What follows belongs to an exercise in optimizing a design on an open flow for small area and a short achievable clock period; a production flow would make more cautious choices.
In this exercise RTL edits were held to simulation tests only and were not proved equivalent to the original.
No driver is modelled on the clock port, so clocking that relies on it looks cheaper here than on a real chip.
Power and IR drop assume default switching activity.

==> inputs of 10-06 <==
==> flow/design.v <==
module dac_frame_buffer #(
  parameter int DATA_W    = 12,
  parameter int FRAME_LEN = 80
) (
  input  logic              clk,
  input  logic              reset,
  input  logic [6:0]        ADR,
  input  logic              SEL,
  input  logic              wr_valid,
  input  logic [DATA_W-1:0] wr_data,
  output logic              wr_ready,
  output logic [DATA_W-1:0] dac_data,
  output logic              dac_strobe,
  output logic              underrun
);
  localparam logic [6:0]      SYNC_ADR = 7'(FRAME_LEN);
  localparam int              NL1      = (FRAME_LEN + 2) / 3;   
  localparam int              NL2      = (NL1 + 2) / 3;
  localparam int              NL3      = (NL2 + 2) / 3;
  logic [FRAME_LEN-1:0][DATA_W-1:0] bank0_r;
  logic [FRAME_LEN-1:0][DATA_W-1:0] bank1_r;
  logic              wr_ready_r;
  logic              wr_full_o_r;
  logic [7:0]        wlo_r;
  logic [FRAME_LEN/8-1:0] whi_r;
  logic              sel_q_r;
  logic              underrun_r;
  logic [6:0]           adr_q_r;
  logic [FRAME_LEN-1:0] rsel_r;      
  logic                 rbank_r;     
  logic                 rd_strobe_r;
  logic [DATA_W-1:0]    dac_data_r;
  logic                 dac_strobe_r;
  logic              sel_change_s;
  logic              wr_accept_s;
  logic              last_write_s;
  logic              data_event_s;
  assign sel_change_s = (SEL != sel_q_r);
  assign wr_accept_s  = wr_ready_r & wr_valid & ~reset;
  assign last_write_s = wlo_r[7] & whi_r[FRAME_LEN/8-1];
  assign data_event_s = ~reset & (ADR != adr_q_r) & (ADR < SYNC_ADR);
  always_ff @(posedge clk) begin
    sel_q_r <= SEL;
    if (reset) begin
      wr_ready_r  <= 1'b1;
      wr_full_o_r <= 1'b0;
      wlo_r       <= 8'd1;
      whi_r       <= (FRAME_LEN/8)'(1);
      underrun_r  <= 1'b0;
    end else begin
      underrun_r <= sel_change_s & wr_ready_r & ~(wr_valid & last_write_s);
      if (sel_change_s) begin
        wr_ready_r  <= 1'b1;
        wr_full_o_r <= 1'b0;
        wlo_r       <= 8'd1;
        whi_r       <= (FRAME_LEN/8)'(1);
      end else if (wr_accept_s) begin
        if (last_write_s) begin
          wr_ready_r  <= 1'b0;
          wr_full_o_r <= 1'b1;
          wlo_r       <= 8'd1;
          whi_r       <= (FRAME_LEN/8)'(1);
        end else begin
          wlo_r <= {wlo_r[6:0], wlo_r[7]};
          if (wlo_r[7]) whi_r <= {whi_r[FRAME_LEN/8-2:0], 1'b0};
        end
      end
    end
  end
  for (genvar i = 0; i < FRAME_LEN; i++) begin : g_slot
    logic hit_s;
    assign hit_s = wr_accept_s & wlo_r[i % 8] & whi_r[i / 8];
    always_ff @(posedge clk) begin
      if (hit_s & sel_q_r)  bank0_r[i] <= wr_data;
      if (hit_s & ~sel_q_r) bank1_r[i] <= wr_data;
    end
  end
  always_ff @(posedge clk) begin
    adr_q_r <= ADR;
    rbank_r <= sel_q_r;
    for (int i = 0; i < FRAME_LEN; i++)
      rsel_r[i] <= (ADR == 7'(i));
  end
  logic [DATA_W-1:0] rd0_s, rd1_s, rd_s;
  for (genvar b = 0; b < 2; b++) begin : g_rbank
    for (genvar k = 0; k < DATA_W; k++) begin : g_rbit
      logic [FRAME_LEN-1:0] d;
      logic [NL1-1:0]       l1_n;
      logic [NL2-1:0]       l2;
      logic [NL3-1:0]       l3_n;
      logic                 l4;
      for (genvar i = 0; i < FRAME_LEN; i++) begin : g_d
        assign d[i] = (b == 0) ? bank0_r[i][k] : bank1_r[i][k];
      end
      for (genvar g = 0; g < NL1; g++) begin : g_l1
        if (3 * g + 2 < FRAME_LEN) begin : g_full
          dfb_aoi222 u_aoi (
            .a0(rsel_r[3*g]),   .b0(d[3*g]),
            .a1(rsel_r[3*g+1]), .b1(d[3*g+1]),
            .a2(rsel_r[3*g+2]), .b2(d[3*g+2]),
            .y (l1_n[g])
          );
        end else if (3 * g + 1 < FRAME_LEN) begin : g_two
          dfb_aoi22 u_aoi (
            .a0(rsel_r[3*g]),   .b0(d[3*g]),
            .a1(rsel_r[3*g+1]), .b1(d[3*g+1]),
            .y (l1_n[g])
          );
        end else begin : g_one
          dfb_nand2 u_nand (.a(rsel_r[3*g]), .b(d[3*g]), .y(l1_n[g]));
        end
      end
      for (genvar g = 0; g < NL2; g++) begin : g_l2
        dfb_nand3 u_n (.a(l1_n[3*g]), .b(l1_n[3*g+1]), .c(l1_n[3*g+2]), .y(l2[g]));
      end
      for (genvar g = 0; g < NL3; g++) begin : g_l3
        dfb_nor3 u_n (.a(l2[3*g]), .b(l2[3*g+1]), .c(l2[3*g+2]), .y(l3_n[g]));
      end
      dfb_nand3 u_l4 (.a(l3_n[0]), .b(l3_n[1]), .c(l3_n[2]), .y(l4));
      if (b == 0) begin : g_o0
        assign rd0_s[k] = l4;
      end else begin : g_o1
        assign rd1_s[k] = l4;
      end
    end
  end
  assign rd_s = rbank_r ? rd1_s : rd0_s;
  always_ff @(posedge clk) begin
    if (reset) begin
      rd_strobe_r  <= 1'b0;
      dac_data_r   <= '0;
      dac_strobe_r <= 1'b0;
    end else begin
      rd_strobe_r  <= data_event_s;
      dac_strobe_r <= rd_strobe_r;
      if (rd_strobe_r) dac_data_r <= rd_s;
    end
  end
  assign wr_ready   = ~(wr_full_o_r | reset);
  assign dac_data   = dac_data_r;
  assign dac_strobe = dac_strobe_r;
  assign underrun   = underrun_r;
endmodule
module dfb_aoi222 (
  input  logic a0, b0, a1, b1, a2, b2,
  output logic y
);
  assign y = ~((a0 & b0) | (a1 & b1) | (a2 & b2));
endmodule
module dfb_aoi22 (
  input  logic a0, b0, a1, b1,
  output logic y
);
  assign y = ~((a0 & b0) | (a1 & b1));
endmodule
module dfb_nand2 (
  input  logic a, b,
  output logic y
);
  assign y = ~(a & b);
endmodule
module dfb_nand3 (
  input  logic a, b, c,
  output logic y
);
  assign y = ~(a & b & c);
endmodule
module dfb_nor3 (
  input  logic a, b, c,
  output logic y
);
  assign y = ~(a | b | c);
endmodule
==> flow/flow/run.sh <==
#!/bin/bash
set -euo pipefail
W=$(pwd)
bash standard.sh synth > synth.log 2>&1
sed "s|\"\${@:-finish}\"|POST_CTS_TCL=$W/flow/post_cts.tcl 'BUFFER_PORTS_ARGS=-buffer_cell sky130_fd_sc_hd__buf_4' \"\${@:-finish}\"|" standard.sh > own_standard.sh
grep -q "POST_CTS_TCL=.*BUFFER_PORTS_ARGS=" own_standard.sh
bash own_standard.sh > layout.log 2>&1
==> flow/flow/post_cts.tcl <==
# Post-CTS step of the own flow.
# Useful skew for the read path: insert a short chain of clock buffers in
# front of the clock pins of the DAC output registers (dac_data_r), one chain
# per leaf clock net that feeds them, placed at the registers' centroid;
# then legalize.
# Each buffer is inserted next to the registers, so the last one listed
# drives them; it is a strong one, so that their clock slew stays low.
set skew_cells {sky130_fd_sc_hd__clkbuf_1 sky130_fd_sc_hd__clkbuf_8}
set block [ord::get_db_block]

# Drive strength: the registers that drive long wires (the one-hot word
# selects, which fan out across the array, and the registers behind output
# ports) get the strongest flip-flop of their type.
foreach pat {rsel_r* dac_data_r* dac_strobe_r* underrun_r* wr_full_o_r* wr_ready_r*} {
  foreach cell [get_cells $pat] {
    if {[get_property [get_lib_cells -of_objects $cell] name] ne "sky130_fd_sc_hd__dfxtp_4"} {
      replace_cell $cell sky130_fd_sc_hd__dfxtp_4
    }
  }
}

array set groups {}
foreach cell [get_cells dac_data_r*] {
  set pin [get_pins -of_objects $cell -filter "lib_pin_name == CLK"]
  set net [get_nets -of_objects $pin]
  lappend groups([get_full_name $net]) $cell
}
set i 0
foreach netname [lsort [array names groups]] {
  set flops $groups($netname)
  set sx 0
  set sy 0
  set pins {}
  foreach f $flops {
    lassign [[sta::sta_to_db_inst $f] getLocation] fx fy
    set sx [expr {$sx + $fx}]
    set sy [expr {$sy + $fy}]
    lappend pins [get_pins -of_objects $f -filter "lib_pin_name == CLK"]
  }
  set n [llength $flops]
  set dbu [$block getDbUnitsPerMicron]
  set x [expr {double($sx) / $n / $dbu}]
  set y [expr {double($sy) / $n / $dbu}]
  puts "skew: net $netname, $n registers, buffer at $x $y"
  set k 0
  foreach skew_cell $skew_cells {
    insert_buffer -buffer_cell $skew_cell -net [get_nets -of_objects [lindex $pins 0]] \
      -load_pins $pins -location [list $x $y] -buffer_name skew_buf_${i}_$k \
      -net_name skew_clk_${i}_$k
    incr k
  }
  incr i
}
global_connect
detailed_placement
check_placement -verbose
estimate_parasitics -placement
report_clock_skew
report_worst_slack -max
report_checks -path_delay max -group_path_count 3 -format end
==> flow/standard.sh <==
#!/bin/bash
# synth_recipe.tcl (not shown) runs the flow's synth.tcl, then flattens the netlist and writes it again
# the make line also repeats each setting of config.mk as NAME=value (left out here)
make -C /OpenROAD-flow-scripts/flow DESIGN_CONFIG=/design/flow/config.mk WORK_HOME=/design/flow/orfs CLKGATE_MAP_FILE= SYNTH_SCRIPT=/design/flow/synth_recipe.tcl "${@:-finish}"
==> flow/config.mk <==
export PLATFORM = sky130hd
export DESIGN_NAME = dac_frame_buffer
export DESIGN_NICKNAME = dac_frame_buffer
export VERILOG_FILES = /design/flow/design.v
export SDC_FILE = /design/flow/constraint.sdc
export NUM_CORES = 4
export LEC_CHECK = 0
export CAP_MARGIN = 20
export CORE_MARGIN = 2
export CORE_UTILIZATION = 60
export CTS_BUF_LIST = sky130_fd_sc_hd__clkbuf_16
export CTS_CLUSTER_DIAMETER = 100
export CTS_CLUSTER_SIZE = 25
export SETUP_SLACK_MARGIN = 1.4
export SLEW_MARGIN = 20
export SYNTH_HIERARCHICAL = 1
==> flow/constraint.sdc <==
create_clock -name core_clock -period 3.6 [get_ports {clk}]
set_input_delay 0.7200 -clock core_clock [delete_from_list [all_inputs] [get_ports {clk}]]
set_output_delay 0.7200 -clock core_clock [all_outputs]
set_load 0.01 [all_outputs]
==> 05-13 (differences from 10-06) <==
--- a/flow/design.v
+++ b/flow/design.v
@@ -14,4 +14,6 @@
   output logic              underrun
 );
+  localparam int              AW       = $clog2(FRAME_LEN);
+  localparam logic [AW-1:0]   LAST_PTR = AW'(FRAME_LEN - 1);
   localparam logic [6:0]      SYNC_ADR = 7'(FRAME_LEN);
   localparam int              NL1      = (FRAME_LEN + 2) / 3;   
@@ -21,7 +23,5 @@
   logic [FRAME_LEN-1:0][DATA_W-1:0] bank1_r;
   logic              wr_ready_r;
-  logic              wr_full_o_r;
-  logic [7:0]        wlo_r;
-  logic [FRAME_LEN/8-1:0] whi_r;
+  logic [AW-1:0]     wptr_r;
   logic              sel_q_r;
   logic              underrun_r;
@@ -38,30 +38,23 @@
   assign sel_change_s = (SEL != sel_q_r);
   assign wr_accept_s  = wr_ready_r & wr_valid & ~reset;
-  assign last_write_s = wlo_r[7] & whi_r[FRAME_LEN/8-1];
+  assign last_write_s = (wptr_r == LAST_PTR);
   assign data_event_s = ~reset & (ADR != adr_q_r) & (ADR < SYNC_ADR);
   always_ff @(posedge clk) begin
     sel_q_r <= SEL;
     if (reset) begin
-      wr_ready_r  <= 1'b1;
-      wr_full_o_r <= 1'b0;
-      wlo_r       <= 8'd1;
-      whi_r       <= (FRAME_LEN/8)'(1);
-      underrun_r  <= 1'b0;
+      wr_ready_r <= 1'b1;
+      wptr_r     <= '0;
+      underrun_r <= 1'b0;
     end else begin
       underrun_r <= sel_change_s & wr_ready_r & ~(wr_valid & last_write_s);
       if (sel_change_s) begin
-        wr_ready_r  <= 1'b1;
-        wr_full_o_r <= 1'b0;
-        wlo_r       <= 8'd1;
-        whi_r       <= (FRAME_LEN/8)'(1);
+        wr_ready_r <= 1'b1;
+        wptr_r     <= '0;
       end else if (wr_accept_s) begin
         if (last_write_s) begin
-          wr_ready_r  <= 1'b0;
-          wr_full_o_r <= 1'b1;
-          wlo_r       <= 8'd1;
-          whi_r       <= (FRAME_LEN/8)'(1);
+          wr_ready_r <= 1'b0;
+          wptr_r     <= '0;
         end else begin
-          wlo_r <= {wlo_r[6:0], wlo_r[7]};
-          if (wlo_r[7]) whi_r <= {whi_r[FRAME_LEN/8-2:0], 1'b0};
+          wptr_r     <= wptr_r + AW'(1);
         end
       end
@@ -70,5 +63,5 @@
   for (genvar i = 0; i < FRAME_LEN; i++) begin : g_slot
     logic hit_s;
-    assign hit_s = wr_accept_s & wlo_r[i % 8] & whi_r[i / 8];
+    assign hit_s = wr_accept_s & (wptr_r == AW'(i));
     always_ff @(posedge clk) begin
       if (hit_s & sel_q_r)  bank0_r[i] <= wr_data;
@@ -137,5 +130,5 @@
     end
   end
-  assign wr_ready   = ~(wr_full_o_r | reset);
+  assign wr_ready   = wr_ready_r & ~reset;
   assign dac_data   = dac_data_r;
   assign dac_strobe = dac_strobe_r;
==> flow/flow/run.sh (replaced) <==
#!/bin/bash
set -euo pipefail
W=$(pwd)
bash standard.sh synth > synth.log 2>&1
sed "s|\"\${@:-finish}\"|POST_CTS_TCL=$W/flow/post_cts.tcl \"\${@:-finish}\"|" standard.sh > own_standard.sh
grep -q "POST_CTS_TCL=" own_standard.sh
bash own_standard.sh > layout.log 2>&1
==> flow/flow/post_cts.tcl (replaced) <==
# Useful skew for the read path: insert a clock buffer in front of the clock
# pins of the DAC output registers (dac_data_r), one per leaf clock net that
# feeds them, placed at the registers' centroid; then legalize.
set skew_cell sky130_fd_sc_hd__clkbuf_2
set block [ord::get_db_block]
array set groups {}
foreach cell [get_cells dac_data_r*] {
  set pin [get_pins -of_objects $cell -filter "lib_pin_name == CLK"]
  set net [get_nets -of_objects $pin]
  lappend groups([get_full_name $net]) $cell
}
set i 0
foreach netname [lsort [array names groups]] {
  set flops $groups($netname)
  set sx 0
  set sy 0
  set pins {}
  foreach f $flops {
    lassign [[sta::sta_to_db_inst $f] getLocation] fx fy
    set sx [expr {$sx + $fx}]
    set sy [expr {$sy + $fy}]
    lappend pins [get_pins -of_objects $f -filter "lib_pin_name == CLK"]
  }
  set n [llength $flops]
  set dbu [$block getDbUnitsPerMicron]
  set x [expr {double($sx) / $n / $dbu}]
  set y [expr {double($sy) / $n / $dbu}]
  puts "skew: net $netname, $n registers, buffer at $x $y"
  insert_buffer -buffer_cell $skew_cell -net [get_nets $netname] -load_pins $pins \
    -location [list $x $y] -buffer_name skew_buf_$i -net_name skew_clk_$i
  incr i
}
global_connect
detailed_placement
check_placement -verbose
estimate_parasitics -placement
report_clock_skew
report_worst_slack -max
report_checks -path_delay max -group_path_count 3 -format end
==> run notes <==
Number of combinational gates with multiple inputs: 10-06 1347; 05-13 1360
Transition time at the pin with the least slew margin: 10-06 1.06 ns; 05-13 1.01 ns
Number of synthesized register bits: 10-06 2044; 05-13 2032
Run status: 10-06 timing/DRC/antenna clean; 05-13 timing/DRC/antenna clean
Final setup margin: 10-06 1.31 ns; 05-13 1.16 ns
Detailed-router iteration count before antenna repair: 10-06 7; 05-13 9
Nets@finish: 10-06 3684; 05-13 3807
Static leakage: 10-06 0.0250 uW; 05-13 0.0250 uW
Multi-input gate share of the layout cell area: 10-06 14.5%; 05-13 14.8%
Final core utilization: 10-06 66.4%; 05-13 67.9%
Share of the synthesized netlist area taken by xor and xnor gates: 10-06 0.0986%; 05-13 0.124%
Clock-pin slew of the registers on the worst-case setup and hold paths: 10-06 0.10 ns; 05-13 0.09 ns
Final estimated routing congestion in global placement: 10-06 0.905; 05-13 0.924
Number of cells after detailed placement: 10-06 5053; 05-13 5167
Highest Clock Rate: 10-06 0.437 GHz; 05-13 0.409 GHz
Share of the clock period used by the worst path after layout: 10-06 63.5%; 05-13 67.9%
Area of the multi-input gates: 10-06 11400 um2; 05-13 11700 um2
GRT Resource Usage Total: 10-06 32.6%; 05-13 32.3%
Total power: 10-06 39000 uW; 05-13 38800 uW
Worst relative slew slack: 10-06 29.0%; 05-13 32.4%

re-timing with driven ports:
How much do the figures lean on ideal ports? The routed layouts below were timed once more, with nothing changed but the port constraints.
Step 1 (the two cells are an assumption about what drives the block):
set clk [get_ports {clk}]
set_driving_cell -lib_cell sky130_fd_sc_hd__clkbuf_16 $clk
set_driving_cell -lib_cell sky130_fd_sc_hd__buf_2 [delete_from_list [all_inputs] $clk]
Step 2 also shifts input and output timing later by t, the mid clock arrival at the registers, as if the neighbouring blocks saw the same clock.
a / b / c = no drivers / after step 1 / after step 2; a / b = the first two.
run | t, ns | setup slack, ns | latest minus earliest clock arrival (ns) | slew at the worst register clock pin (ns) | worst data-port slew with drivers (ns)
10-06 | 0.897 | 1.313 / 1.313 / 0.839 | 0.259 / 0.259 | 0.10 / 0.10 | 0.16
05-13 | 0.859 | 1.156 / 1.088 / 0.501 | 0.190 / 0.191 | 0.11 / 0.11 | 0.16
After both steps every run listed still meets setup and hold. The setup slack of 05-13, which loses most, moves by -0.068 ns with the drivers and by -0.655 ns with both steps.
